Context: an optimization exercise on an open-source flow, tuned for small area, a short achievable clock period and few clock cycles per item. The choices shown serve that exercise and are no tape-out recipe.
RTL that was checked went through simulation tests only; none was proved equivalent to the original.
Function not checked in runs 1 to 4, 6 and 7: the RTL went through the layout flow alone.
No driver is modelled on the clock port, so clocking that relies on it looks cheaper here than on a real chip.
Power is estimated from default activity; no workload was simulated.

$ cat flow/run.sh
#!/bin/bash
# The standard layout, with the port buffers made of the smallest buffer cell
# instead of the default choice. Each tool's output goes to ORFS's own logs
# under orfs/logs/; make's output goes to standard.log.
set -euo pipefail
export BUFFER_PORTS_ARGS="-buffer_cell sky130_fd_sc_hd__buf_1"
bash standard.sh > standard.log 2>&1
$ cat standard.sh
#!/bin/bash
# synth_recipe.tcl (not shown) runs the flow's synth.tcl, then flattens the netlist and writes it again
# the make line also repeats each setting of config.mk as NAME=value (left out here)
make -C /OpenROAD-flow-scripts/flow DESIGN_CONFIG=/design/flow/config.mk WORK_HOME=/design/flow/orfs CLKGATE_MAP_FILE= SYNTH_SCRIPT=/design/flow/synth_recipe.tcl "${@:-finish}"
$ cat config.mk
export PLATFORM = sky130hd
export DESIGN_NAME = weight_loader
export DESIGN_NICKNAME = weight_loader
export VERILOG_FILES = /design/flow/design.v
export SDC_FILE = /design/flow/constraint.sdc
export NUM_CORES = 4
export LEC_CHECK = 0
export CAP_MARGIN = 20
export CORE_MARGIN = 2
export CORE_UTILIZATION = 40
export PLACE_DENSITY = 0.6
export SETUP_SLACK_MARGIN = 4.5
export SLEW_MARGIN = 20
$ cat constraint.sdc
create_clock -name core_clock -period 8.0 [get_ports {clk}]
set_input_delay 1.6000 -clock core_clock [delete_from_list [all_inputs] [get_ports {clk}]]
set_output_delay 1.6000 -clock core_clock [all_outputs]
set_load 0.01 [all_outputs]
$ cat design.v
`timescale 1ns/1ps
`default_nettype none
package wl_data_pkg;
    typedef logic [8-1:0] weight_t;
    typedef logic [4*8-1:0] weight_vec_t;
    typedef union packed {
        weight_vec_t                  by_ch;     
        weight_t [4-1:0]     by_col;    
    } rom_word_u;
    typedef logic [4*4*4*8-1:0] kernel_t;
endpackage
`default_nettype wire
`timescale 1ns/1ps
`default_nettype none
package wl_ctrl_pkg;
    typedef logic [14-1:0]   rom_addr_t;    
    typedef logic [7-1:0]  group_t;       
    typedef logic [6-1:0] out_ch_t;      
    typedef logic [$clog2(4)-1:0]            row_t;   
    typedef logic [$clog2(4*4)-1:0] pos_t;   
    typedef enum logic [1:0] {
        SEQ_IDLE,
        SEQ_RUN,
        SEQ_DONE
    } seq_state_t;
    typedef enum logic [2:0] {
        L_IDLE,
        L_SKEW,      
        L_BURST,     
        L_GAP,       
        L_DONE
    } lane_state_t;
endpackage
`default_nettype wire
`timescale 1ns/1ps
`default_nettype none
module weight_loader (
    input  logic                     clk,
    input  logic                     reset,
    input  logic                     start,
    input  logic                     stall,          
    input  logic                     single_ch,      
    input  logic [6:0]               ch_groups,
    input  logic [5:0]               out_ch,
    input  logic [13:0]              base_addr,
    input  logic [31:0]              rom_data_0,
    input  logic [31:0]              rom_data_1,
    input  logic [31:0]              rom_data_2,
    input  logic [31:0]              rom_data_3,
    output logic                     rom_rd_en,
    output logic [13:0]              rom_addr,
    output logic [127:0]             col_weights,    
    output logic                     idle,
    output logic                     done
);
    logic        run_q;          
    logic        done_q;         
    logic [2:0]  ph_q;           
    logic [1:0]  row_q;          
    logic [6:0]  grp_q;          
    logic        rdn_q;          
    logic        rdv_q;          
    logic [13:0] addr_q;         
    logic [3:0]  vn_q;           
    logic [3:0]  vhn_q;          
    logic        step;
    logic        go;
    logic        pre;
    logic        last;
    logic        ph6;
    logic        row3;
    logic        fin;
    logic        v0_n;
    logic        horner;
    logic        hb_n;
    logic        hb_q;           
    logic [13:0] add_b;
    logic [13:0] sum;
    logic [11:0] mcand;          
    assign step = !stall;
    assign go   = start && !run_q;
    assign pre  = (grp_q == 7'd0);            
    assign last = (grp_q == ch_groups);
    assign ph6  = (ph_q == 3'd6);
    assign row3 = (row_q == 2'd3);
    assign fin  = ph6 && row3 && last;
    assign v0_n = run_q && (ph6 ? (row3 ? !last : !pre) : (ph_q < 3'd3 && !pre));
    assign horner = pre && !(row3 && (ph_q == 3'd5 || ph_q == 3'd6));
    assign mcand  = c3_q[11:0];
    always_comb begin
        case ({row_q[0], ph_q})
            4'b0_101: hb_n = ch_groups[1];
            4'b0_110: hb_n = ch_groups[2];
            4'b1_000: hb_n = ch_groups[3];
            4'b1_001: hb_n = ch_groups[4];
            4'b1_010: hb_n = ch_groups[5];
            default:  hb_n = ch_groups[6];
        endcase
        if (go)   hb_n = ch_groups[0];
    end
    always_comb begin
        if (horner) add_b = hb_q ? {mcand, 2'b00} : 14'd0;
        else        add_b = single_ch ? 14'd4 : 14'd1;
    end
    assign sum = addr_q + add_b;
    always_ff @(posedge clk) begin
        if (reset) begin
            run_q  <= 1'b0;
            done_q <= 1'b0;
            rdn_q  <= 1'b1;
            vn_q   <= '1;
            vhn_q  <= '1;
        end else if (step) begin
            vn_q  <= {vn_q[2:0], !v0_n};
            vhn_q <= {vhn_q[2:0], !(v0_n && !single_ch)};
            if (go) begin
                run_q  <= 1'b1;
                done_q <= 1'b0;
                rdn_q  <= 1'b1;
            end else if (run_q) begin
                if (fin) begin
                    run_q  <= 1'b0;
                    done_q <= 1'b1;
                end
                rdn_q <= !((ph_q == 3'd4) &&
                          (single_ch ? (row3 && !last) : (!row3 || !last)));
            end
        end
    end
    always_ff @(posedge clk) begin
        if (step) begin
            hb_q <= hb_n;
            if (go) begin
                ph_q  <= 3'd5;
                row_q <= 2'd2;
                grp_q <= '0;
            end else begin
                ph_q <= ph6 ? 3'd0 : ph_q + 3'd1;
                if (ph6) begin
                    row_q <= row_q + 2'd1;
                    if (row3) grp_q <= grp_q + 7'd1;
                end
            end
        end
    end
    assign rom_rd_en = !(rdn_q || stall);
    assign rom_addr  = addr_q;
    always_ff @(posedge clk) begin
        rdv_q <= rom_rd_en && !reset;
        if (step && go) begin
            addr_q <= base_addr;
        end else if ((step && run_q && horner) || rom_rd_en) begin
            addr_q <= sum;
        end
    end
    assign idle = !run_q;
    assign done = done_q;
    logic [31:0] rn_q [4];       
    logic [31:0] c3_q;           
    logic        dstep;          
    logic        reg_m;
    logic        sgl_m;
    logic        ph0, ph1, ph2, ph012;
    logic        row0, row1, row2;
    assign dstep = step && run_q;
    assign reg_m = dstep && !single_ch;
    assign sgl_m = dstep && single_ch;
    assign ph0   = (ph_q == 3'd0);
    assign ph1   = (ph_q == 3'd1);
    assign ph2   = (ph_q == 3'd2);
    assign ph012 = (ph_q < 3'd3);
    assign row0  = (row_q == 2'd0);
    assign row1  = (row_q == 2'd1);
    assign row2  = (row_q == 2'd2);
    always_ff @(posedge clk) begin
        if (rdv_q) begin
            c3_q <= rom_data_3;
        end else if (step && go) begin
            c3_q[11:0] <= 12'(out_ch);
        end else if (step && run_q && horner) begin
            c3_q[11:0] <= {c3_q[10:0], 1'b0};
        end
    end
    logic        s_r1, s_r2, s_c3, s_sh;     
    logic        t_r1, t_r2, t_c3;           
    logic        t_f1, t_f2;                 
    logic        s0_sh;                      
    logic        s0_r1, s0_r2;               
    logic        r0_en;
    logic [31:0] r0_n;
    always_comb begin
        s0_r1 = reg_m && ph0;
        s0_r2 = reg_m && ph1;
        s_c3  = (reg_m && ph2) || (sgl_m && ph6 && row2);
        s_r1  = s0_r1 || (sgl_m && ph6 && row0);
        s_r2  = s0_r2 || (sgl_m && ph6 && row1);
        s_sh  = sgl_m && ph012;
        s0_sh = s_sh || (sgl_m && ph6 && (row0 || row1));
        t_r1  = s_r1 || (sgl_m && ph0 && row1);
        t_r2  = s_r2;
        t_c3  = s_c3;
        t_f1  = sgl_m && ph0 && !row1;
        t_f2  = sgl_m && !ph0 && ph012;
        r0_en = rdv_q || s0_r1 || s0_r2 || s_c3 || s_r1 || s_r2 || s_sh || s0_sh;
        r0_n[7:0]   = ({8{rdv_q}} & ~rom_data_0[7:0])
                    | ({8{s0_r1}} & rn_q[1][7:0])
                    | ({8{s0_r2}} & rn_q[2][7:0])
                    | ({8{s_c3}}  & ~c3_q[7:0])
                    | ({8{s0_sh}} & rn_q[0][15:8]);
        r0_n[23:8]  = ({16{rdv_q}} & ~rom_data_0[23:8])
                    | ({16{s_r1}}  & rn_q[1][23:8])
                    | ({16{s_r2}}  & rn_q[2][23:8])
                    | ({16{s_c3}}  & ~c3_q[23:8])
                    | ({16{s_sh}}  & rn_q[0][31:16]);
        r0_n[31:24] = ({8{rdv_q}} & ~rom_data_0[31:24])
                    | ({8{t_r1}}  & rn_q[1][31:24])
                    | ({8{t_r2}}  & rn_q[2][31:24])
                    | ({8{t_c3}}  & ~c3_q[31:24])
                    | ({8{t_f1}}  & rn_q[1][7:0])
                    | ({8{t_f2}}  & rn_q[2][7:0]);
    end
    always_ff @(posedge clk) begin
        if (r0_en) rn_q[0] <= r0_n;
    end
    logic        c1_lo_en, c1_mid_en, c1_hi_en, c1_park;
    assign c1_lo_en  = rdv_q || (step && !ph6);
    assign c1_mid_en = rdv_q || (step && !ph6 && !single_ch);
    assign c1_park   = sgl_m && ph6 && row0;
    assign c1_hi_en  = c1_mid_en || c1_park;
    always_ff @(posedge clk) begin
        if (c1_lo_en)  rn_q[1][7:0]  <= rdv_q ? ~rom_data_1[7:0] : rn_q[0][7:0];
        if (c1_mid_en) rn_q[1][23:8] <= rdv_q ? ~rom_data_1[23:8] : rn_q[0][23:8];
        if (c1_hi_en)  rn_q[1][31:24] <= ({8{rdv_q}} & ~rom_data_1[31:24])
                                       | ({8{!rdv_q && !c1_park}} & rn_q[0][31:24])
                                       | ({8{!rdv_q && c1_park}} & rn_q[0][23:16]);
    end
    logic        c2_lo_en, c2_hi_en;
    assign c2_lo_en = rdv_q || (step && !ph6 && !ph0);
    assign c2_hi_en = rdv_q || (step && !ph6 && !ph0 && !single_ch);
    always_ff @(posedge clk) begin
        if (c2_lo_en) rn_q[2][7:0]  <= rdv_q ? ~rom_data_2[7:0] : rn_q[1][7:0];
        if (c2_hi_en) rn_q[2][31:8] <= rdv_q ? ~rom_data_2[31:8] : rn_q[1][31:8];
    end
    always_ff @(posedge clk) begin
        if (step) rn_q[3] <= rn_q[2];
    end
    for (genvar i = 0; i < 4; i++) begin : g_col
        assign col_weights[32*i +: 8]      = ~(rn_q[i][7:0]  | {8{vn_q[i]}});
        assign col_weights[32*i + 8 +: 24] = ~(rn_q[i][31:8] | {24{vhn_q[i]}});
    end
endmodule
`default_nettype wire
==> flow_summary_export.csv, run 1 <==
group,metric,value,unit
run_status,run_status,"timing/DRC/antenna clean",
finish,multi_input_area,3800,µm²
floorplanning,pin_count,305,
synthesis,synth_area_leaders,"edfxtp_1 56%, nor2_1 8.5%, a21oi_1 4.7%",
sta,skew,0.0159,ns
floorplanning,die_w,162,µm
sta,final.setup.tns,0,ns
synthesis,syn_nets,1148,
placed_design,dp_hpwl,24900,µm
pwr,cellPowerDensity,193,nW/µm²
sta,tightest_slew,1.05,ns
global_routing,grt_antenna_before_repair,0,
sta,layout_worst_path_cycle_share,0.448,
pwr,power,2.34,mW
critical_path,start_kind,"input port",
pwr,p_leak,4.33,nW
detailed_routing,vias_per_cell,5.52,
placed_design,place_congestion,0.895,
synthesis,synth_edf_count,187,
floorplanning,num_rows,57,
synthesis,yosysMostFrequentCell,"nor2_1",
pwr,peakVddDrop,0.114,mV
global_routing,grt_overflow,0,
finish,n_antenna_cell,0,
detailed_routing,drt_iter0_markers,1101,
clock_tree,cts-htree-levels,4,
synthesis,yosys-top-cells-count,"226 x nor2_1, 187 x edfxtp_1, 94 x a21oi_1, 73 x nand2_1, 47 x clkbuf_1",
finish,fillers,2358,
critical_path,cp.required,6.40,ns
clock_tree,cts.sinks,199,
synthesis,synth_area_per_cell,10.3,µm²
critical_path,reg2reg_from,"ph_q[0]",
finish,area_growth_syn_to_layout,22.0,%
synthesis,synth-seq-cells,199,
worst_hold_path,hp-class,"register to register",
clock_tree,cts_tree,"done",
critical_path,rrSetupSlack,4.72,ns
clock_tree,root_buffer,"clkbuf_16",
synthesis,synth_cell_types,53,
detailed_routing,drt-pass1-iter-count,13,
synthesis,synth_top_area_frac,0.563,
detailed_routing,routed_wl,34200,µm
synthesis,ys_warn_count,2,
global_routing,grt_pass1_vias,8263,
job,drv_cap,0,
clock_tree,max-clock-path-buffers,2,
synthesis,async_flop_share,0,
critical_path,setup.worst_path.end_class,"output pin",
finish,regArea,5860,µm²
global_routing,track_usage,0.255,
sta,setup_viol,0,
critical_path,rr_worst_depth,12,
clock_tree,numCtsBuffers,17,
worst_hold_path,holdCritStartpoint,"done_q",
synthesis,synth_flop_cell,"edfxtp_1",
global_routing,grt_pass1_wl,49600,µm
sta,period_needed,3.58,ns
floorplanning,die_area,26200,µm²
placed_design,port_buffers,304,
worst_hold_path,min_path_cells,1,
critical_path,arrival,1.98,ns
detailed_routing,vias,8765,
floorplanning,core,24400,µm²
sta,relSlewSlack,0.294,
critical_path,critPathKind,"input port to output pin",
sta,fmax,0.279,GHz
floorplanning,start_util,0.409,
sta,rsz0062_at_grt,"yes",
synthesis,synth_area,9980,µm²
clock_tree,cts.clk_slew.worst_paths,0.07,ns
clock_tree,clk-insertion-delay-late,0.45,ns
global_routing,grt_max_degree,119,
sta,slew_violations,0,
synthesis,synth_seq_area_share,0.587,
critical_path,crit_start,"stall",
synthesis,yosysTopAreaCell,"edfxtp_1",
detailed_routing,routedWlPerCell,21.6,µm
sta,hold_viol_final,0,
synthesis,syn-instance-count,965,
clock_tree,holdBufCountCts,0,
critical_path,critPathMaxFanout,2,
detailed_routing,route.detailed.drc,0,
finish,layout-drive-gt1-share,0.0649,
finish,nNetsFinal,1433,
detailed_routing,drtAntennaViolNets,0,
finish,final_core_util,0.499,
floorplanning,die_h,162,µm
-- cells by family after synthesis --
family	after synthesis	share of synthesized area
AND/OR/NAND/NOR	378	0.164
buffers and inverters	103	0.0400
adder cells (fa/ha/maj)	23	0.0288
flip-flops	199	0.587
AO/OA/AOI/OAI	237	0.158
multiplexers	5	0.00502
XOR/XNOR	20	0.0176
-- final timing paths --
check,end
max,rom_rd_en
min,done_q
max reg2reg,addr_q[11]
min reg2reg,done_q
-- report_power, final --
group	internal (mW)	leakage (nW)	switching [mW]	total, mW
clock network	0.452	0.298	0.443	0.896
logic	0.0784	2.17	0.131	0.209
registers	1.19	1.87	0.0514	1.24
total	1.72	4.33	0.625	2.34
-- sequential cells by signal, summed over array words and instances, names as in the netlist, 2 cells and up --
name	cells
addr_q	14
c3_q	32
grp_q	7
ph_q	3
rn_q	128
row_q	2
vhn_q	4
vn_q	4
-- per-stage QoR --
| stage | hold slack [ns] | instances | setup slack (ns) | instance area (µm²) |
|---|---|---|---|---|
| after detailed placement | 0.460 | 1544 | 3.65 | 11400 |
| after global routing | 0.498 | 1587 | 4.40 | 12200 |
| after floorplan | 0.438 | 965 | 4.26 | 9980 |
| final | 0.474 | 1587 | 4.42 | 12200 |
| after global placement | 0.458 | 1544 | 3.71 | 11400 |
| after CTS | 0.479 | 1585 | 4.39 | 12100 |
-- metal layers --
layer / track usage / wire (µm)
met2: 0.417 / 16200
met5: 0 / 0
met3: 0.0393 / 2510
met4: 0.0825 / 924
met1: 0.350 / 14600
-- critical path: stages --
cell	delay, ns
buf_8	0.10
buf_6	0.11
nor2_2	0.06
buf_2	0.13
-- cells in the final DEF (no fill, tap or decap), drive strengths merged, types with 12 or more instances in the layout --
| cell | instances |
|---|---|
| buf | 322 |
| nor2 | 226 |
| edfxtp | 187 |
| a21oi | 94 |
| nand2 | 73 |
| inv | 50 |
| o211ai | 33 |
| a222oi | 33 |
| o21ai | 26 |
| ha | 23 |
| clkbuf | 19 |
| and3 | 15 |
| xnor2 | 14 |
| and2 | 13 |
| nor3 | 12 |
| dfxtp | 12 |
-- what timing repair did --
item,CTS,global route
pin swaps,2,2
setup endpoints to repair,43,58
gates resized for setup,11,14
gates cloned,2,0
buffers inserted,7,1
hold endpoints to repair,0,0
-- area by class of cell --
type / instances / area share
clock buffer: 18 / 0.0352
tap: 324 / 0.0333
sequential: 199 / 0.482
multi-input combinational: 664 / 0.312
inverter: 45 / 0.0141
clock inverter: 14 / 0.0151
timing repair buffer: 323 / 0.109
==> run 2, diff against run 1 <==
--- a/config.mk
+++ b/config.mk
@@ -9,4 +9,6 @@
 export CORE_MARGIN = 2
 export CORE_UTILIZATION = 40
+export CTS_BUF_LIST = sky130_fd_sc_hd__clkbuf_8
+export CTS_CLUSTER_SIZE = 30
 export PLACE_DENSITY = 0.6
 export SETUP_SLACK_MARGIN = 4.5
==> flow_summary_export.csv, run 2 <==
group,metric,value,unit
worst_hold_path,hp-class,"register to register",
synthesis,synth_area_per_cell,10.3,µm²
clock_tree,cts.clk_slew.worst_paths,0.10,ns
finish,nNetsFinal,1431,
sta,slew_violations,0,
placed_design,placed_area,11400,µm²
finish,layout-drive-gt1-share,0.0626,
synthesis,synth_area_leaders,"edfxtp_1 56%, nor2_1 8.5%, a21oi_1 4.7%",
synthesis,syn-instance-count,965,
sta,fmax,0.279,GHz
run_status,run_status,"timing/DRC/antenna clean",
sta,relSlewSlack,0.297,
floorplanning,core,24400,µm²
sta,rsz0062_at_grt,"yes",
placed_design,dp_hpwl,24900,µm
clock_tree,cts-htree-levels,4,
global_routing,grt_pass1_wl,49500,µm
finish,largest_reg_flops,128,
pwr,combPwrFrac,0.097,
critical_path,max_stage_delay,0.13,ns
clock_tree,max-clock-path-buffers,2,
critical_path,arrival,1.98,ns
detailed_routing,routedWlPerCell,21.5,µm
sta,layout_worst_path_cycle_share,0.448,
finish,layout.cells.non_filler,1585,
sta,tightest_slew,1.05,ns
synthesis,yosysTopAreaCell,"edfxtp_1",
detailed_routing,vias,8762,
finish,final_common_cell,"buf_1",
pwr,p_sw,0.599,mW
pwr,swShare,0.281,
synthesis,synth_area,9980,µm²
synthesis,synth_cell_types,53,
critical_path,start_kind,"input port",
critical_path,path_cells,"buf_8, buf_6, nor2_2, buf_2",
clock_tree,cts_tree,"done",
sta,setup_viol,0,
clock_tree,numCtsBuffers,17,
sta,period_needed,3.58,ns
placed_design,port_buffers,304,
clock_tree,cts.sinks,199,
sta,skew,0.0220,ns
synthesis,yosys-top-cells-count,"226 x nor2_1, 187 x edfxtp_1, 94 x a21oi_1, 73 x nand2_1, 47 x clkbuf_1",
pwr,p_leak,4.23,nW
floorplanning,start_util,0.409,
job,drv_cap,0,
synthesis,synth_edf_count,187,
pwr,cellPowerDensity,178,nW/µm²
critical_path,critical_path_buf_inv_count,3,
floorplanning,pin_count,305,
global_routing,grt_pass1_vias,8235,
pwr,pwr-share-clk,0.322,
critical_path,critPathMaxFanout,2,
synthesis,async_flop_share,0,
sta,hold_viol_final,0,
floorplanning,die_h,162,µm
global_routing,grt_antenna_before_repair,0,
critical_path,cp.required,6.40,ns
synthesis,yosysMostFrequentCell,"nor2_1",
pwr,peakVddDrop,0.129,mV
synthesis,synth_flop_cell,"edfxtp_1",
finish,fin_area,11900,µm²
synthesis,syn_nets,1148,
detailed_routing,routed_wl,34000,µm
global_routing,grt_overflow,0,
synthesis,synth_seq_area_share,0.587,
global_routing,grt_max_degree,119,
detailed_routing,vias_per_cell,5.53,
sta,timing.hold.ws,0.481,ns
finish,largest-register,"rn_q",
finish,n_antenna_cell,0,
clock_tree,holdBufCountCts,0,
detailed_routing,drtAntennaViolNets,0,
synthesis,ys_warn_count,2,
finish,final_cell_mix,"301 x buf_1, 224 x nor2_1, 187 x edfxtp_1",
critical_path,path_delay_family,"buffers and inverters",
detailed_routing,drt_iter0_markers,1109,
finish,top_regs,"rn_q: 128 flops, c3_q: 32 flops, addr_q: 14 flops",
pwr,seq_power_share,0.582,
placed_design,dp.cells,1544,
floorplanning,die_area,26200,µm²
finish,area_growth_syn_to_layout,19.7,%
synthesis,synth_top_area_frac,0.563,
detailed_routing,drt-pass1-iter-count,7,
critical_path,critPathKind,"input port to output pin",
critical_path,critPathSlowestCell,"buf_2",
global_routing,track_usage,0.256,
synthesis,synth-seq-cells,199,
sta,final.setup.tns,0,ns
floorplanning,die_w,162,µm
pwr,intPower,1.53,mW
detailed_routing,route.detailed.drc,0,
critical_path,setup.worst_path.end_class,"output pin",
clock_tree,clk-insertion-delay-late,0.51,ns
placed_design,place_congestion,0.895,
floorplanning,num_rows,57,
clock_tree,root_buffer,"clkbuf_8",
[run 2: cell type report]
cell class                 count  area, µm²
inverter                      45        169
multi-input combinational    664       3780
clock inverter                15        188
fill                        2389      12500
sequential                   199       5860
clock buffer                  17        234
tap                          324        405
timing repair buffer         321       1300
[run 2: worst paths after layout]
check	startpoint	endpoint	slack (ns)	cells past startpoint
max	stall	rom_rd_en	4.42	4
min reg2reg	done_q	done_q	0.48	1
min	done_q	done_q	0.48	1
max reg2reg	ph_q[0]	addr_q[11]	4.76	12
[run 2: metrics by stage]
step	worst slack, ns	util	total power [mW]
after detailed placement	3.65	0.466	1.46
final	4.42	0.489	2.13
after global placement	3.71	0.466	1.46
after CTS	4.40	0.487	2.14
after floorplan	4.26	-	1.35
after global routing	4.40	0.489	2.21
[run 2: cells by family after synthesis]
kind of cell               Yosys count  synth area share
xor gates and xnor gates            20            0.0176
adders and majority gates           23            0.0288
and+or+nand+nor                    378             0.164
AOI/OAI and AO/OA                  237             0.158
buffers and inverters              103            0.0400
muxes                                5           0.00502
DFF                                199             0.587
[run 2: metal layers]
| layer | share of wire | up-vias | track usage |
|---|---|---|---|
| met2 | 0.48 | 473 | 0.417 |
| met1 | 0.42 | 4138 | 0.350 |
| met3 | 0.080 | 56 | 0.0424 |
| met5 | 0 | - | 0 |
| li1 | - | 4095 | - |
| met4 | 0.025 | 0 | 0.0829 |
[run 2: power groups by stage]
stage | clock network, mW | registers [mW] | logic, mW
CTS | 0.695 | 1.24 | 0.205
floorplan | 0 | 1.23 | 0.121
global route | 0.736 | 1.24 | 0.228
detailed placement | 0 | 1.26 | 0.200
global placement | 0 | 1.26 | 0.198
finish | 0.686 | 1.24 | 0.206
[run 2: what timing repair did]
item / in CTS / in global routing
pin swaps: 3 / 1
setup endpoints to repair: 71 / 43
setup buffers: 5 / 0
cloned: 2 / 0
resized for setup: 11 / 10
==> run 3, diff against run 2 <==
--- a/config.mk
+++ b/config.mk
@@ -10,5 +10,6 @@
 export CORE_UTILIZATION = 40
 export CTS_BUF_LIST = sky130_fd_sc_hd__clkbuf_8
-export CTS_CLUSTER_SIZE = 30
+export CTS_CLUSTER_DIAMETER = 50
+export CTS_CLUSTER_SIZE = 20
 export PLACE_DENSITY = 0.6
 export SETUP_SLACK_MARGIN = 4.5
==> flow_summary_export.csv, run 3 <==
group,metric,value,unit
detailed_routing,drtAntennaViolNets,0,
synthesis,syn-instance-count,965,
synthesis,async_flop_share,0,
run_status,run_status,"timing/DRC/antenna clean",
critical_path,rr_worst_depth,12,
synthesis,synth_cell_types,53,
floorplanning,num_rows,57,
pwr,power,2.13,mW
worst_hold_path,whs_endpoint,"done_q",
finish,final_common_cell,"buf_1",
clock_tree,cts.clk_slew.worst_paths,0.10,ns
synthesis,syn_nets,1148,
sta,slew_violations,0,
critical_path,setup.worst_path.end_class,"output pin",
sta,relSlewSlack,0.297,
finish,largest_reg_flops,128,
placed_design,place_ws,3.65,ns
critical_path,start_kind,"input port",
synthesis,yosysMostFrequentCell,"nor2_1",
global_routing,track_usage,0.256,
pwr,cellPowerDensity,178,nW/µm²
worst_hold_path,holdCritStartpoint,"done_q",
synthesis,yosys-top-cells-count,"226 x nor2_1, 187 x edfxtp_1, 94 x a21oi_1, 73 x nand2_1, 47 x clkbuf_1",
sta,tightest_slew,1.05,ns
synthesis,synth-seq-cells,199,
finish,largest-register,"rn_q",
sta,timing.hold.ws,0.481,ns
detailed_routing,routed_wl,34000,µm
worst_hold_path,hp-class,"register to register",
global_routing,grt_overflow,0,
clock_tree,root_buffer,"clkbuf_8",
critical_path,cp.required,6.40,ns
critical_path,reg2reg_from,"ph_q[0]",
placed_design,dp.cells,1544,
placed_design,place_congestion,0.895,
finish,final_core_util,0.489,
floorplanning,core,24400,µm²
sta,fmax,0.279,GHz
sta,layout_worst_path_cycle_share,0.448,
synthesis,synth_area,9980,µm²
floorplanning,die_area,26200,µm²
detailed_routing,vias_per_cell,5.53,
clock_tree,cts_tree,"done",
clock_tree,cts.sinks,199,
clock_tree,numCtsBuffers,17,
sta,skew,0.0220,ns
clock_tree,clk-insertion-delay-late,0.51,ns
finish,area_growth_syn_to_layout,19.7,%
pwr,p_leak,4.23,nW
critical_path,reg2reg_to,"addr_q[11]",
floorplanning,pin_count,305,
worst_hold_path,min_path_cells,1,
global_routing,grt_max_degree,119,
detailed_routing,routedWlPerCell,21.5,µm
global_routing,grt_pass1_vias,8235,
detailed_routing,route.detailed.drc,0,
sta,final.setup.tns,0,ns
sta,fin_ws,4.42,ns
synthesis,synth_edf_count,187,
synthesis,synth_top_area_frac,0.563,
floorplanning,start_util,0.409,
sta,setup_viol,0,
placed_design,port_buffers,304,
finish,top_regs,"rn_q: 128 flops, c3_q: 32 flops, addr_q: 14 flops",
finish,final_cell_mix,"301 x buf_1, 224 x nor2_1, 187 x edfxtp_1",
detailed_routing,drt_iter0_markers,1109,
synthesis,ys_warn_count,2,
detailed_routing,vias,8762,
job,drv_cap,0,
finish,n_antenna_cell,0,
critical_path,critPathKind,"input port to output pin",
synthesis,synth_area_per_cell,10.3,µm²
synthesis,synth_area_leaders,"edfxtp_1 56%, nor2_1 8.5%, a21oi_1 4.7%",
synthesis,synth_flop_cell,"edfxtp_1",
pwr,peakVddDrop,0.129,mV
placed_design,placed_area,11400,µm²
critical_path,arrival,1.98,ns
sta,period_needed,3.58,ns
finish,layout.cells.non_filler,1585,
finish,fin_area,11900,µm²
floorplanning,die_h,162,µm
floorplanning,die_w,162,µm
detailed_routing,drt-pass1-iter-count,7,
finish,layout-drive-gt1-share,0.0626,
sta,hold_viol_final,0,
global_routing,grt_pass1_wl,49500,µm
critical_path,critPathMaxFanout,2,
placed_design,dp_hpwl,24900,µm
clock_tree,cts-htree-levels,4,
clock_tree,max-clock-path-buffers,2,
finish,fillers,2389,
global_routing,grt_antenna_before_repair,0,
sta,rsz0062_at_grt,"yes",
finish,nNetsFinal,1431,
synthesis,yosysTopAreaCell,"edfxtp_1",
synthesis,synth_seq_area_share,0.587,
critical_path,rrSetupSlack,4.76,ns
-- run 3: cell counts in the layout (fill, tap and decap cells not counted) --
Identical to the previous run, type by type.
-- run 3: worst max path at each step --
stage | from | slack (ns) | endpoint
6_report | stall | 4.42 | rom_rd_en
5_1_grt | stall | 4.40 | rom_rd_en
4_1_cts | stall | 4.40 | rom_rd_en
3_5_place_dp | stall | 3.65 | rn_q[0][20]
3_3_place_gp | stall | 3.71 | rn_q[0][13]
2_1_floorplan | stall | 4.26 | rom_rd_en
-- run 3: critical path: stages --
cell and delay [ns]:
buf_8 0.09, buf_6 0.10, nor2_2 0.06, buf_2 0.13
-- run 3: per-layer routing --
layer / part of all wire / global-route usage / wire length, µm
met1: 0.42 / 0.350 / 14300
met2: 0.48 / 0.417 / 16200
met3: 0.080 / 0.0424 / 2710
met4: 0.025 / 0.0829 / 860
met5: 0 / 0 / 0
-- run 3: kinds of logic (layout without fill, tap and decap cells) --
kind of cell | count (synthesis) | in the layout | share of synthesized area
buffers and inverters | 103 | 398 | 0.0400
AOI/OAI and AO/OA | 237 | 237 | 0.158
xor gates and xnor gates | 20 | 20 | 0.0176
adders and majority gates | 23 | 23 | 0.0288
muxes | 5 | 5 | 0.00502
DFF | 199 | 199 | 0.587
and+or+nand+nor | 378 | 379 | 0.164
-- run 3: repair_timing --
action,CTS,global route
setup endpoints to repair,71,43
cloned,2,0
hold buffers,0,0
resized for setup,11,10
pin swaps,3,1
buffers inserted,5,0
-- run 3: final cells by class --
| type | instances | area (µm²) | share of cell area |
|---|---|---|---|
| flip-flops and latches | 199 | 5860 | 0.491 |
| multi-input cells | 664 | 3780 | 0.317 |
| repair buffers | 321 | 1300 | 0.109 |
| well taps | 324 | 405 | 0.0340 |
| clock buffers | 17 | 234 | 0.0196 |
| clock inverters | 15 | 188 | 0.0157 |
| inverters | 45 | 169 | 0.0141 |
-- run 3: power by group --
group	switching (mW)	internal (mW)	leakage, nW	total [mW]
registers	0.0511	1.19	1.87	1.24
logic	0.129	0.0770	2.15	0.206
clock network	0.419	0.266	0.214	0.686
total	0.599	1.53	4.23	2.13
==> run 4, diff against run 3 <==
--- a/config.mk
+++ b/config.mk
@@ -9,7 +9,6 @@
 export CORE_MARGIN = 2
 export CORE_UTILIZATION = 40
-export CTS_BUF_LIST = sky130_fd_sc_hd__clkbuf_8
-export CTS_CLUSTER_DIAMETER = 50
-export CTS_CLUSTER_SIZE = 20
+export CTS_BUF_LIST = sky130_fd_sc_hd__clkbuf_8 sky130_fd_sc_hd__clkbuf_16
+export CTS_CLUSTER_SIZE = 30
 export PLACE_DENSITY = 0.6
 export SETUP_SLACK_MARGIN = 4.5
==> flow_summary_export.csv, run 4 <==
group,metric,value,unit
floorplanning,start_util,0.409,
finish,nNetsFinal,1433,
detailed_routing,drtAntennaViolNets,0,
floorplanning,die_h,162,µm
sta,fin_ws,4.42,ns
pwr,p_leak,4.34,nW
detailed_routing,route.detailed.drc,0,
detailed_routing,vias,8755,
critical_path,critPathKind,"input port to output pin",
floorplanning,num_rows,57,
finish,area_growth_syn_to_layout,22.0,%
synthesis,ys_warn_count,2,
synthesis,synth-seq-cells,199,
floorplanning,core,24400,µm²
synthesis,syn-instance-count,965,
sta,period_needed,3.58,ns
global_routing,grt_antenna_before_repair,0,
placed_design,place_congestion,0.895,
synthesis,synth_seq_area_share,0.587,
finish,final_cell_mix,"301 x buf_1, 224 x nor2_1, 187 x edfxtp_1",
synthesis,yosysTopAreaCell,"edfxtp_1",
clock_tree,cts.clk_slew.worst_paths,0.07,ns
synthesis,syn_nets,1148,
finish,n_antenna_cell,0,
detailed_routing,vias_per_cell,5.52,
placed_design,dp_hpwl,24900,µm
clock_tree,root_buffer,"clkbuf_16",
critical_path,cp.required,6.40,ns
placed_design,place_ws,3.65,ns
worst_hold_path,hp-class,"register to register",
synthesis,synth_area_per_cell,10.3,µm²
job,drv_cap,0,
global_routing,track_usage,0.255,
sta,slew_violations,0,
finish,largest_reg_flops,128,
synthesis,synth_area_leaders,"edfxtp_1 56%, nor2_1 8.5%, a21oi_1 4.7%",
floorplanning,die_area,26200,µm²
global_routing,grt_pass1_vias,8263,
floorplanning,pin_count,305,
finish,regArea,5860,µm²
synthesis,async_flop_share,0,
global_routing,grt_pass1_wl,49600,µm
sta,rsz0062_at_grt,"yes",
sta,fmax,0.279,GHz
critical_path,critical_path_buf_inv_count,3,
synthesis,synth_area,9980,µm²
clock_tree,cts_tree,"done",
run_status,run_status,"timing/DRC/antenna clean",
synthesis,yosysMostFrequentCell,"nor2_1",
clock_tree,holdBufCountCts,0,
placed_design,placed_area,11400,µm²
synthesis,synth_flop_cell,"edfxtp_1",
sta,skew,0.0162,ns
sta,final.setup.tns,0,ns
finish,layout-drive-gt1-share,0.0649,
critical_path,start_kind,"input port",
critical_path,critPathMaxFanout,2,
clock_tree,cts-htree-levels,4,
critical_path,arrival,1.98,ns
global_routing,grt_max_degree,119,
critical_path,critPathSlowestCell,"buf_2",
detailed_routing,drt-pass1-iter-count,13,
global_routing,grt_overflow,0,
finish,fillers,2358,
finish,top_regs,"rn_q: 128 flops, c3_q: 32 flops, addr_q: 14 flops",
clock_tree,numCtsBuffers,17,
pwr,peakVddDrop,0.114,mV
synthesis,synth_cell_types,53,
sta,layout_worst_path_cycle_share,0.448,
floorplanning,die_w,162,µm
clock_tree,cts.sinks,199,
sta,tightest_slew,1.06,ns
placed_design,port_buffers,304,
critical_path,max_stage_delay,0.13,ns
sta,setup_viol,0,
sta,relSlewSlack,0.293,
finish,multi_input_area,3800,µm²
detailed_routing,routedWlPerCell,21.5,µm
finish,final_common_cell,"buf_1",
synthesis,yosys-top-cells-count,"226 x nor2_1, 187 x edfxtp_1, 94 x a21oi_1, 73 x nand2_1, 47 x clkbuf_1",
clock_tree,clk-insertion-delay-late,0.45,ns
sta,timing.hold.ws,0.474,ns
critical_path,path_cells,"buf_8, buf_6, nor2_2, buf_2",
finish,fin_area,12200,µm²
synthesis,synth_top_area_frac,0.563,
sta,hold_viol_final,0,
pwr,cellPowerDensity,192,nW/µm²
critical_path,setup.worst_path.end_class,"output pin",
critical_path,path_delay_family,"buffers and inverters",
synthesis,synth_edf_count,187,
clock_tree,max-clock-path-buffers,2,
detailed_routing,drt_iter0_markers,1111,
finish,largest-register,"rn_q",
detailed_routing,routed_wl,34200,µm
[run 4: cell count changes in the layout (fill, tap and decap cells not counted), sizes merged]
cell	previous run	this run
buf	320	322
[run 4: power by group]
part	switching [mW]	internal, mW
clock network	0.443	0.451
registers	0.0511	1.19
logic	0.131	0.0784
[run 4: area by class of cell]
cell class | count | area share
clock buffer | 17 | 0.0349
clock inverter | 15 | 0.0154
inverter | 45 | 0.0141
multi-input combinational | 664 | 0.312
sequential | 199 | 0.482
tap | 324 | 0.0333
timing repair buffer | 323 | 0.109
[run 4: repair_timing]
| action | CTS | global route |
|---|---|---|
| endpoints found under the setup margin | 43 | 58 |
| cloned | 2 | 0 |
| gates resized for setup | 11 | 14 |
| pin swaps | 2 | 2 |
| buffers inserted | 7 | 1 |
[run 4: path summary, 6_finish.rpt]
kind | from | end | cells after the start | slack [ns]
setup / recovery | stall | rom_rd_en | 4 | 4.42
hold / removal | done_q | done_q | 1 | 0.47
setup reg to reg | ph_q[0] | addr_q[11] | 12 | 4.75
hold reg to reg | done_q | done_q | 1 | 0.47
[run 4: logic make-up after synthesis]
family / after synthesis / synth area share
fa+ha+maj: 23 / 0.0288
flops: 199 / 0.587
compound gates: 237 / 0.158
buf+inv: 103 / 0.0400
xor+xnor: 20 / 0.0176
simple gates: 378 / 0.164
mux: 5 / 0.00502
[run 4: routing by layer]
| metal | global-route usage | up-vias | part of all wire |
|---|---|---|---|
| li1 | - | 4102 | - |
| met1 | 0.350 | 4146 | 0.43 |
| met2 | 0.417 | 453 | 0.48 |
| met3 | 0.0393 | 54 | 0.073 |
| met4 | 0.0825 | 0 | 0.025 |
| met5 | 0 | - | 0 |
[run 4: per-stage QoR]
stage	cells	utilization	total power, mW
floorplan	965	-	1.35
global placement	1544	0.466	1.46
detailed placement	1544	0.466	1.46
CTS	1585	0.496	2.35
global route	1587	0.499	2.42
finish	1587	0.499	2.34
==> run 5, diff against run 4 <==
--- a/design.v
+++ b/design.v
@@ -59,5 +59,5 @@
     logic [1:0]  row_q;          
     logic [6:0]  grp_q;          
-    logic        rdn_q;          
+    logic        rd_q;           
     logic        rdv_q;          
     logic [13:0] addr_q;         
@@ -108,5 +108,5 @@
             run_q  <= 1'b0;
             done_q <= 1'b0;
-            rdn_q  <= 1'b1;
+            rd_q   <= 1'b0;
             vn_q   <= '1;
             vhn_q  <= '1;
@@ -117,5 +117,5 @@
                 run_q  <= 1'b1;
                 done_q <= 1'b0;
-                rdn_q  <= 1'b1;
+                rd_q   <= 1'b0;
             end else if (run_q) begin
                 if (fin) begin
@@ -123,6 +123,6 @@
                     done_q <= 1'b1;
                 end
-                rdn_q <= !((ph_q == 3'd4) &&
-                          (single_ch ? (row3 && !last) : (!row3 || !last)));
+                rd_q <= (ph_q == 3'd4) &&
+                        (single_ch ? (row3 && !last) : (!row3 || !last));
             end
         end
@@ -144,5 +144,5 @@
         end
     end
-    assign rom_rd_en = !(rdn_q || stall);
+    assign rom_rd_en = rd_q && !stall;
     assign rom_addr  = addr_q;
     always_ff @(posedge clk) begin
--- a/config.mk
+++ b/config.mk
@@ -9,5 +9,5 @@
 export CORE_MARGIN = 2
 export CORE_UTILIZATION = 40
-export CTS_BUF_LIST = sky130_fd_sc_hd__clkbuf_8 sky130_fd_sc_hd__clkbuf_16
+export CTS_BUF_LIST = sky130_fd_sc_hd__clkbuf_8
 export CTS_CLUSTER_SIZE = 30
 export PLACE_DENSITY = 0.6
==> flow_summary_export.csv, run 5 <==
group,metric,value,unit
synthesis,syn-instance-count,966,
sta,tightest_slew,1.18,ns
synthesis,synth-seq-cells,199,
sta,layout_worst_path_cycle_share,0.477,
placed_design,dp_hpwl,25000,µm
placed_design,dp.cells,1546,
floorplanning,num_rows,57,
detailed_routing,drt-pass1-iter-count,11,
synthesis,synth_edf_count,187,
finish,top_regs,"rn_q: 128 flops, c3_q: 32 flops, addr_q: 14 flops",
pwr,intPower,1.50,mW
detailed_routing,route.detailed.drc,0,
floorplanning,die_area,26200,µm²
critical_path,arrival,2.21,ns
pwr,pwr-share-clk,0.311,
finish,largest_reg_flops,128,
global_routing,track_usage,0.259,
clock_tree,cts-htree-levels,4,
global_routing,grt_pass1_wl,50200,µm
critical_path,critPathMaxFanout,2,
critical_path,path_cells,"buf_8, buf_6, clkinvlp_4, buf_12, nand2_4, inv_2, buf_6",
finish,fillers,2450,
global_routing,grt_max_degree,92,
sta,slew_violations,0,
finish,area_growth_syn_to_layout,20.4,%
pwr,combPwrFrac,0.100,
critical_path,max_stage_delay,0.14,ns
detailed_routing,drt_iter0_markers,926,
critical_path,cpMostUsedCell,"buf_6",
finish,layout-drive-gt1-share,0.0632,
critical_path,start_kind,"input port",
sta,relSlewSlack,0.208,
detailed_routing,vias,8763,
sta,rsz0062_at_grt,"yes",
synthesis,ys_warn_count,2,
finish,final_common_cell,"buf_1",
placed_design,place_congestion,0.884,
synthesis,synth_area_leaders,"edfxtp_1 56%, nor2_1 8.5%, a21oi_1 4.8%",
detailed_routing,vias_per_cell,5.50,
synthesis,async_flop_share,0,
pwr,p_sw,0.600,mW
critical_path,cp.required,6.40,ns
clock_tree,cts.sinks,199,
finish,largest-register,"rn_q",
pwr,swShare,0.285,
critical_path,critPathSlowestCell,"buf_12",
synthesis,synth_top_area_frac,0.563,
detailed_routing,routed_wl,34600,µm
clock_tree,cts_tree,"done",
clock_tree,clk-insertion-delay-late,0.48,ns
finish,nNetsFinal,1436,
pwr,cellPowerDensity,175,nW/µm²
worst_hold_path,hp-class,"register to register",
global_routing,grt_pass1_vias,8384,
sta,skew,0.0178,ns
sta,setup_viol,0,
pwr,p_leak,4.27,nW
floorplanning,pin_count,305,
job,drv_cap,0,
synthesis,synth_area,9970,µm²
sta,final.setup.tns,0,ns
floorplanning,die_h,162,µm
synthesis,synth_cell_types,52,
synthesis,yosysMostFrequentCell,"nor2_1",
critical_path,setup.worst_path.end_class,"output pin",
floorplanning,core,24400,µm²
placed_design,port_buffers,304,
synthesis,synth_flop_cell,"edfxtp_1",
synthesis,syn_nets,1149,
synthesis,synth_area_per_cell,10.3,µm²
sta,period_needed,3.81,ns
clock_tree,root_buffer,"clkbuf_8",
finish,layout.cells.non_filler,1592,
detailed_routing,routedWlPerCell,21.8,µm
sta,fmax,0.262,GHz
detailed_routing,drtAntennaViolNets,0,
clock_tree,holdBufCountCts,0,
synthesis,yosysTopAreaCell,"edfxtp_1",
global_routing,grt_overflow,0,
clock_tree,numCtsBuffers,17,
run_status,run_status,"timing/DRC/antenna clean",
synthesis,yosys-top-cells-count,"227 x nor2_1, 187 x edfxtp_1, 95 x a21oi_1, 73 x nand2_1, 48 x clkbuf_1",
pwr,peakVddDrop,0.0846,mV
pwr,seq_power_share,0.589,
global_routing,grt_antenna_before_repair,2,
critical_path,critPathKind,"input port to output pin",
floorplanning,die_w,162,µm
clock_tree,max-clock-path-buffers,2,
floorplanning,start_util,0.409,
sta,hold_viol_final,0,
finish,final_cell_mix,"301 x buf_1, 226 x nor2_1, 187 x edfxtp_1",
synthesis,synth_seq_area_share,0.587,
clock_tree,cts.clk_slew.worst_paths,0.11,ns
-- run 5: path summary, 6_finish.rpt --
path            from          to  slack [ns]  cells past startpoint
max            stall   rom_rd_en        4.19                      7
min           done_q      done_q        0.48                      1
max reg2reg  ph_q[0]  addr_q[12]        4.77                     12
min reg2reg   done_q      done_q        0.48                      1
-- run 5: kinds of logic (layout without fill, tap and decap cells) --
kind of cell               after synthesis  count (layout)  share of synthesized area
and+or+nand+nor                        379             380                      0.165
AOI/OAI and AO/OA                      236             236                      0.156
DFF                                    199             199                      0.587
buffers and inverters                  104             403                     0.0403
adders and majority gates               23              23                     0.0289
xor gates and xnor gates                20              20                     0.0176
muxes                                    5               5                    0.00502
other                                    0               2                          0
-- run 5: critical path: cells and delay by family --
kind / cells / cell delay (ns)
AND/OR/NAND/NOR: 1 / 0.05
buffers and inverters: 6 / 0.55
-- run 5: area by class of cell --
type | count | area (µm²) | area share
inverter | 46 | 176 | 0.0147
timing repair buffer | 325 | 1400 | 0.116
tap | 324 | 405 | 0.0338
clock inverter | 15 | 164 | 0.0137
multi-input combinational | 664 | 3760 | 0.314
clock buffer | 17 | 234 | 0.0195
antenna | 2 | 5.00 | 0.000417
sequential | 199 | 5860 | 0.488
-- run 5: power by group through the flow --
stage	registers, mW	logic (mW)	clock network (mW)
after floorplan	1.23	0.121	0
after global placement	1.26	0.196	0
after detailed placement	1.26	0.199	0
after CTS	1.24	0.210	0.663
after global routing	1.24	0.234	0.697
final	1.24	0.211	0.654
-- run 5: per-layer routing --
metal | up-vias | routed length, µm | GRT usage
li1 | 4096 | - | -
met1 | 4156 | 14500 | 0.352
met2 | 457 | 16300 | 0.420
met3 | 54 | 2860 | 0.0475
met4 | 0 | 896 | 0.0853
met5 | - | 0 | 0
-- run 5: what timing repair did --
item	CTS	global route
cloned	4	0
setup buffers	8	0
gates resized for setup	17	7
endpoints found under the setup margin	46	37
pin swaps	1	1
-- run 5: through the flow --
step	utilization	instance area, µm²	total power [mW]	setup slack [ns]	hold WS (ns)
finish	0.492	12000	2.10	4.19	0.485
global route	0.492	12000	2.17	4.17	0.514
global placement	0.467	11400	1.46	3.58	0.454
floorplan	-	9980	1.35	4.00	0.447
CTS	0.491	12000	2.11	4.20	0.492
detailed placement	0.467	11400	1.46	3.58	0.465
Testbench counts of run 5, summed over its fixed seeds: cycles 14,620, groups 499.
==> run 6, diff against run 5 <==
--- a/design.v
+++ b/design.v
@@ -59,5 +59,5 @@
     logic [1:0]  row_q;          
     logic [6:0]  grp_q;          
-    logic        rd_q;           
+    logic        rdn_q;          
     logic        rdv_q;          
     logic [13:0] addr_q;         
@@ -108,5 +108,5 @@
             run_q  <= 1'b0;
             done_q <= 1'b0;
-            rd_q   <= 1'b0;
+            rdn_q  <= 1'b1;
             vn_q   <= '1;
             vhn_q  <= '1;
@@ -117,5 +117,5 @@
                 run_q  <= 1'b1;
                 done_q <= 1'b0;
-                rd_q   <= 1'b0;
+                rdn_q  <= 1'b1;
             end else if (run_q) begin
                 if (fin) begin
@@ -123,6 +123,6 @@
                     done_q <= 1'b1;
                 end
-                rd_q <= (ph_q == 3'd4) &&
-                        (single_ch ? (row3 && !last) : (!row3 || !last));
+                rdn_q <= !((ph_q == 3'd4) &&
+                          (single_ch ? (row3 && !last) : (!row3 || !last)));
             end
         end
@@ -144,5 +144,5 @@
         end
     end
-    assign rom_rd_en = rd_q && !stall;
+    assign rom_rd_en = !(rdn_q || stall);
     assign rom_addr  = addr_q;
     always_ff @(posedge clk) begin
==> flow/run.sh (replaced) <==
#!/bin/bash
# The standard layout, with the port buffers made of the smallest buffer cell
# instead of the default choice, and after clock tree synthesis the stall
# input buffer wired straight to the rom_rd_en gate (flow/post_cts.tcl).
# Each tool's output goes to ORFS's own logs under orfs/logs/; make's output
# goes to standard.log.
set -euo pipefail
export BUFFER_PORTS_ARGS="-buffer_cell sky130_fd_sc_hd__buf_1"
export POST_CTS_TCL="$PWD/flow/post_cts.tcl"
bash standard.sh > standard.log 2>&1
==> flow/post_cts.tcl (new file) <==
# Shorten the stall -> rom_rd_en feed-through: drive the gate that makes
# rom_rd_en straight from the stall input buffer (the buffer tree that
# repair inserted keeps the other loads), and give that buffer more drive.
proc wl_out_driver {net} {
  foreach it [$net getITerms] {
    if {[$it isOutputSignal]} { return $it }
  }
  return ""
}
proc wl_fix_stall_path {} {
  set db [ord::get_db]
  set block [ord::get_db_block]
  set snet [$block findNet stall]
  set ibuf ""
  foreach it [$snet getITerms] {
    if {[$it isInputSignal]} { set ibuf [$it getInst] }
  }
  if {$ibuf eq ""} { puts "wl: no stall input buffer"; return }
  set ibo [[wl_out_driver_pin $ibuf] getNet]
  set rnet [$block findNet rom_rd_en]
  set obuf [[wl_out_driver $rnet] getInst]
  set gate_it [wl_out_driver [[$obuf findITerm A] getNet]]
  set gate [$gate_it getInst]
  puts "wl: input buffer [$ibuf getName] ([[$ibuf getMaster] getName]), gate [$gate getName] ([[$gate getMaster] getName]), output buffer [$obuf getName]"
  # Find the gate input fed (through buffers only) from the input buffer
  foreach it [$gate getITerms] {
    if {![$it isInputSignal]} { continue }
    set n [$it getNet]
    if {$n eq "NULL"} { continue }
    set hops 0
    set cur $n
    while {$hops < 6} {
      if {[$cur getName] eq [$ibo getName]} { break }
      set d [wl_out_driver $cur]
      if {$d eq ""} { set cur ""; break }
      set di [$d getInst]
      set m [[$di getMaster] getName]
      if {![string match "*__buf_*" $m] && ![string match "*__clkbuf_*" $m]} { set cur ""; break }
      set cur [[$di findITerm A] getNet]
      incr hops
    }
    if {$cur ne "" && $hops > 0} {
      puts "wl: reconnect [$gate getName]/[[$it getMTerm] getName] from [$n getName] to [$ibo getName] ($hops buffers skipped)"
      $it disconnect
      $it connect $ibo
    }
  }
  set m8 [$db findMaster sky130_fd_sc_hd__buf_8]
  $ibuf swapMaster $m8
}
proc wl_out_driver_pin {inst} {
  foreach it [$inst getITerms] {
    if {[$it isOutputSignal]} { return $it }
  }
}
wl_fix_stall_path
estimate_parasitics -placement
repair_timing_helper
detailed_placement
check_placement -verbose
report_checks -through [get_ports rom_rd_en]
--- a/config.mk
+++ b/config.mk
@@ -9,6 +9,4 @@
 export CORE_MARGIN = 2
 export CORE_UTILIZATION = 40
-export CTS_BUF_LIST = sky130_fd_sc_hd__clkbuf_8
-export CTS_CLUSTER_SIZE = 30
 export PLACE_DENSITY = 0.6
 export SETUP_SLACK_MARGIN = 4.5
==> flow_summary_export.csv, run 6 <==
group,metric,value,unit
pwr,pwr-share-clk,0.382,
critical_path,rrSetupSlack,4.76,ns
critical_path,arrival,3.74,ns
synthesis,async_flop_share,0,
detailed_routing,routedWlPerCell,21.5,µm
critical_path,rr_worst_depth,12,
global_routing,grt_overflow,0,
sta,layout_worst_path_cycle_share,0.437,
pwr,seq_power_share,0.529,
pwr,intPower,1.72,mW
critical_path,endpoint,"rn_q[0][27]",
detailed_routing,route.detailed.drc,0,
finish,area_growth_syn_to_layout,21.9,%
finish,largest_reg_flops,128,
pwr,p_leak,4.33,nW
pwr,cellPowerDensity,193,nW/µm²
finish,layout-drive-gt1-share,0.0634,
pwr,peakVddDrop,0.115,mV
clock_tree,cts.clk_slew.worst_paths,0.09,ns
sta,hold_viol_final,0,
floorplanning,num_rows,57,
sta,relSlewSlack,0.284,
sta,setup_viol,0,
critical_path,crit_start,"stall",
synthesis,synth_flop_cell,"edfxtp_1",
detailed_routing,vias,8766,
global_routing,grt_antenna_before_repair,0,
critical_path,reg2reg_from,"ph_q[0]",
synthesis,yosysMostFrequentCell,"nor2_1",
global_routing,grt_max_degree,119,
sta,tightest_slew,1.07,ns
clock_tree,clk-insertion-delay-late,0.44,ns
finish,fillers,2359,
pwr,p_sw,0.625,mW
detailed_routing,vias_per_cell,5.53,
worst_hold_path,hp-class,"register to register",
sta,period_needed,3.50,ns
detailed_routing,drt-pass1-iter-count,9,
synthesis,synth_seq_area_share,0.587,
global_routing,met2_usage,0.417,
sta,skew,0.0160,ns
floorplanning,pin_count,305,
synthesis,synth_top_area_frac,0.563,
placed_design,dp.cells,1544,
pwr,combPwrFrac,0.089,
critical_path,critPathKind,"input port to register",
finish,final_common_cell,"buf_1",
synthesis,synth_top_family_by_area,"simple AND/OR/NAND/NOR gates",
finish,n_antenna_cell,0,
synthesis,synth_edf_count,187,
critical_path,setup.worst_path.end_class,"register",
sta,final.setup.tns,0,ns
finish,multi_input_area,3790,µm²
synthesis,ys_warn_count,2,
finish,regArea,5860,µm²
placed_design,dp_hpwl,24900,µm
placed_design,port_buffers,304,
global_routing,use_met1,0.349,
global_routing,grt_pass1_vias,8268,
floorplanning,die_h,162,µm
detailed_routing,drt_iter0_markers,1016,
clock_tree,cts_tree,"done",
critical_path,critPathMaxFanout,8,
synthesis,synth_compound_area_frac,0.158,
sta,rsz0062_at_grt,"yes",
pwr,power,2.34,mW
critical_path,reg2reg_to,"addr_q[11]",
run_status,run_status,"timing/DRC/antenna clean",
floorplanning,start_util,0.409,
synthesis,synth_area,9980,µm²
detailed_routing,drtAntennaViolNets,0,
detailed_routing,routed_wl,34200,µm
synthesis,syn_nets,1148,
global_routing,track_usage,0.255,
synthesis,synth_xor_xnor_area_share,0.0176,
critical_path,cp.required,8.25,ns
synthesis,syn-instance-count,965,
clock_tree,cts.sinks,199,
global_routing,grt-busiest-layer,"met2",
global_routing,met3_usage,0.0416,
global_routing,grt_pass1_wl,49600,µm
sta,slew_violations,0,
finish,top_regs,"rn_q: 128 flops, c3_q: 32 flops, addr_q: 14 flops",
synthesis,synth_cell_types,53,
floorplanning,die_area,26200,µm²
synthesis,synth_area_per_cell,10.3,µm²
sta,fmax,0.286,GHz
finish,largest-register,"rn_q",
synthesis,synth-seq-cells,199,
synthesis,synthMuxAreaShare,0.00502,
synthesis,yosys-top-cells-count,"226 x nor2_1, 187 x edfxtp_1, 94 x a21oi_1, 73 x nand2_1, 47 x clkbuf_1",
job,drv_cap,0,
placed_design,place_congestion,0.895,
synthesis,synth_fa_ha_area_frac,0.0288,
finish,layout.cells.non_filler,1586,
placed_design,place_ws,3.65,ns
synthesis,yosysTopAreaCell,"edfxtp_1",
finish,nNetsFinal,1432,
critical_path,start_kind,"input port",
floorplanning,die_w,162,µm
finish,final_cell_mix,"301 x buf_1, 224 x nor2_1, 187 x edfxtp_1",
floorplanning,core,24400,µm²
synthesis,synth_area_leaders,"edfxtp_1 56%, nor2_1 8.5%, a21oi_1 4.7%",
synthesis,synth-simple-area-share,0.164,
pwr,swShare,0.267,
sta,fin_ws,4.50,ns
==> run 6: through the flow <==
stage	hold slack [ns]	utilization	instance area, µm²
2_1_floorplan	0.438	-	9980
6_report	0.474	0.499	12200
5_1_grt	0.498	0.499	12200
3_3_place_gp	0.458	0.466	11400
3_5_place_dp	0.460	0.466	11400
==> run 6: final cells by class <==
type | count | share of cell area
clock buffers | 18 | 0.0353
repair buffers | 322 | 0.108
multi-input cells | 664 | 0.312
inverters | 45 | 0.0141
well taps | 324 | 0.0333
flip-flops and latches | 199 | 0.482
clock inverters | 14 | 0.0151
==> run 6: how the worst min path moves through the flow <==
stage | startpoint | endpoint | slack (ns) | cells past startpoint
floorplan | rdn_q | rdv_q | 0.44 | 1
global placement | done_q | done_q | 0.46 | 1
detailed placement | done_q | done_q | 0.46 | 1
global route | rn_q[2][20] | rn_q[3][20] | 0.50 | 0
finish | done_q | done_q | 0.47 | 1
==> run 6: worst max-delay path, stage by stage <==
cell	delay [ns]
buf_8	0.10
buf_6	0.10
buf_4	0.13
buf_12	0.12
nor2b_2	0.19
nand2_1	0.15
nor3_1	0.88
a222oi_1	0.22
o211ai_1	0.24
==> run 6: cell families (layout without fill, tap and decap cells) <==
kind of cell,after synthesis,count (layout)
adders and majority gates,23,23
xor gates and xnor gates,20,20
muxes,5,5
AOI/OAI and AO/OA,237,237
buffers and inverters,103,399
DFF,199,199
and+or+nand+nor,378,379
==> run 6: per-layer routing <==
metal	up-vias	routed length, µm
li1	4098	-
met1	4149	14300
met2	466	16300
met3	53	2730
met4	0	884
met5	-	0
==> run 6: power by group through the flow <==
stage | clock network [mW] | logic [mW] | registers [mW]
2_1_floorplan | 0 | 0.121 | 1.23
3_3_place_gp | 0 | 0.198 | 1.26
3_5_place_dp | 0 | 0.200 | 1.26
5_1_grt | 0.945 | 0.230 | 1.24
6_report | 0.895 | 0.208 | 1.24
==> run 7, diff against run 6 <==
--- a/config.mk
+++ b/config.mk
@@ -10,4 +10,4 @@
 export CORE_UTILIZATION = 40
 export PLACE_DENSITY = 0.6
-export SETUP_SLACK_MARGIN = 4.5
+export SETUP_SLACK_MARGIN = 4.65
 export SLEW_MARGIN = 20
==> flow_summary_export.csv, run 7 <==
group,metric,value,unit
synthesis,yosysMostFrequentCell,"nor2_1",
floorplanning,num_rows,57,
detailed_routing,drtAntennaViolNets,0,
critical_path,reg2reg_to,"addr_q[10]",
critical_path,cp.required,6.40,ns
synthesis,synth_top_area_frac,0.563,
sta,tightest_slew,1.16,ns
synthesis,syn-instance-count,965,
detailed_routing,route.detailed.drc,0,
run_status,run_status,"timing/DRC/antenna clean",
sta,slew_violations,0,
critical_path,rrSetupSlack,4.81,ns
synthesis,synth_cell_types,53,
finish,fin_area,12300,µm²
finish,layout-drive-gt1-share,0.0740,
global_routing,grt_max_degree,94,
clock_tree,cts.clk_slew.worst_paths,0.07,ns
finish,fillers,2358,
detailed_routing,vias,8769,
critical_path,crit_start,"stall",
sta,rsz0062_at_grt,"yes",
synthesis,synth_area_leaders,"edfxtp_1 56%, nor2_1 8.5%, a21oi_1 4.7%",
finish,multi_input_area,3830,µm²
synthesis,synth_area,9980,µm²
floorplanning,core,24400,µm²
critical_path,max_stage_delay,0.11,ns
finish,area_growth_syn_to_layout,22.9,%
finish,n_antenna_cell,0,
finish,largest_reg_flops,128,
sta,setup_viol,0,
synthesis,synth_seq_area_share,0.587,
placed_design,place_congestion,0.872,
detailed_routing,drt-pass1-iter-count,8,
global_routing,grt_antenna_before_repair,0,
critical_path,critPathSlowestCell,"buf_8",
global_routing,grt_overflow,0,
sta,skew,0.0162,ns
sta,period_needed,3.48,ns
critical_path,endpoint,"rom_rd_en",
clock_tree,clk-insertion-delay-late,0.45,ns
synthesis,ys_warn_count,2,
clock_tree,cts_tree,"done",
finish,final_common_cell,"buf_1",
critical_path,path_cells,"buf_8, nor2_4, buf_6",
sta,hold_viol_final,0,
finish,regArea,5860,µm²
sta,fmax,0.287,GHz
synthesis,synth_edf_count,187,
pwr,peakVddDrop,0.123,mV
placed_design,dp_hpwl,25000,µm
critical_path,arrival,1.88,ns
critical_path,critPathKind,"input port to output pin",
sta,final.setup.tns,0,ns
synthesis,yosysTopAreaCell,"edfxtp_1",
synthesis,yosys-top-cells-count,"226 x nor2_1, 187 x edfxtp_1, 94 x a21oi_1, 73 x nand2_1, 47 x clkbuf_1",
detailed_routing,drt_iter0_markers,961,
detailed_routing,routed_wl,34400,µm
detailed_routing,vias_per_cell,5.50,
synthesis,async_flop_share,0,
pwr,cellPowerDensity,189,nW/µm²
sta,timing.hold.ws,0.474,ns
floorplanning,die_area,26200,µm²
finish,nNetsFinal,1441,
synthesis,synth_area_per_cell,10.3,µm²
job,drv_cap,0,
synthesis,syn_nets,1148,
placed_design,placed_area,11400,µm²
finish,top_regs,"rn_q: 128 flops, c3_q: 32 flops, addr_q: 14 flops",
floorplanning,start_util,0.409,
placed_design,port_buffers,304,
worst_hold_path,hp-class,"register to register",
clock_tree,cts.sinks,199,
synthesis,synth_flop_cell,"edfxtp_1",
critical_path,rr_worst_depth,10,
critical_path,start_kind,"input port",
sta,layout_worst_path_cycle_share,0.435,
finish,final_cell_mix,"301 x buf_1, 224 x nor2_1, 187 x edfxtp_1",
pwr,p_leak,4.37,nW
global_routing,grt_pass1_wl,49200,µm
critical_path,setup.worst_path.end_class,"output pin",
finish,largest-register,"rn_q",
floorplanning,die_h,162,µm
synthesis,synth-seq-cells,199,
critical_path,reg2reg_from,"grp_q[2]",
finish,final_core_util,0.503,
sta,relSlewSlack,0.223,
detailed_routing,routedWlPerCell,21.6,µm
floorplanning,pin_count,305,
floorplanning,die_w,162,µm
global_routing,track_usage,0.254,
critical_path,critPathMaxFanout,3,
global_routing,grt_pass1_vias,8202,
## run 7: critical path, delay by kind of cell
kind,cells,cell delay [ns]
buffers and inverters,2,0.21
AND/OR/NAND/NOR,1,0.07
## run 7: logic make-up after synthesis
logic type / after synthesis / share of synthesized area
AND/OR/NAND/NOR: 378 / 0.164
AO/OA/AOI/OAI: 237 / 0.158
flip-flops: 199 / 0.587
buffers and inverters: 103 / 0.0400
adder cells (fa/ha/maj): 23 / 0.0288
multiplexers: 5 / 0.00502
XOR/XNOR: 20 / 0.0176
## run 7: where the power goes
group          leakage, nW  switching [mW]  internal (mW)
logic                 2.22           0.133         0.0833
registers             1.87          0.0506           1.19
clock network        0.283           0.443          0.419
total                 4.37           0.627           1.69
## run 7: through the flow
step	instances	setup WS (ns)	power (mW)
after global routing	1595	4.51	2.39
after detailed placement	1545	3.68	1.46
after global placement	1545	3.78	1.46
after floorplan	965	4.45	1.36
final	1595	4.52	2.32
## run 7: how the worst min path moves through the flow
stage	start	endpoint	slack, ns	cells past startpoint
6_report	done_q	done_q	0.47	1
5_1_grt	done_q	done_q	0.49	1
3_5_place_dp	done_q	done_q	0.46	1
3_3_place_gp	done_q	done_q	0.46	1
2_1_floorplan	rn_q[2][10]	rn_q[3][10]	0.45	0
## run 7: layout make-up
class	count	share of cell area
repair inverters	2	0.00102
flip-flops and latches	199	0.478
well taps	324	0.0331
clock buffers	17	0.0347
clock inverters	15	0.0133
multi-input cells	664	0.312
repair buffers	329	0.114
inverters	45	0.0141
## run 7: metal layers
layer | routed length, µm | global-route usage | vias up
met4 | 909 | 0.0909 | 0
met3 | 2580 | 0.0478 | 54
met1 | 14700 | 0.340 | 4208
met2 | 16300 | 0.413 | 395
li1 | - | - | 4112
met5 | 0 | 0 | -

[static timing again, ports no longer ideal]
How much do the figures lean on ideal ports? The routed layouts below were timed once more, with nothing changed but the port constraints. Step 1 assumes that a clkbuf_16 drives the clock port and a buf_2 every other input. Step 2 also shifts input and output timing later by t, the mid clock arrival at the registers, as if the neighbouring blocks saw the same clock. a / b / c = ideal ports / drivers / drivers and shift; a / b = the first two.
run | t, ns | setup slack, ns | worst register clock-pin slew, ns | cell pins on the clock port's net
run 1 | 0.484 | 4.416 / 4.376 / 4.110 | 0.09 / 0.09 | 1
run 2 | 0.538 | 4.419 / 4.376 / 4.065 | 0.12 / 0.12 | 1
run 3 | 0.538 | 4.419 / 4.376 / 4.065 | 0.12 / 0.12 | 1
run 4 | 0.483 | 4.416 / 4.377 / 4.087 | 0.09 / 0.09 | 1
run 5 | 0.512 | 4.185 / 4.119 / 4.026 | 0.12 / 0.12 | 1
run 6 | 0.483 | 4.505 / 4.477 / 4.029 | 0.09 / 0.09 | 1
run 7 | 0.487 | 4.519 / 4.466 / 4.190 | 0.08 / 0.08 | 1
After both steps setup and hold are still met in every run listed. For run 6, which loses most, drivers alone change the setup slack by -0.028 ns; drivers and shift together by -0.476 ns.
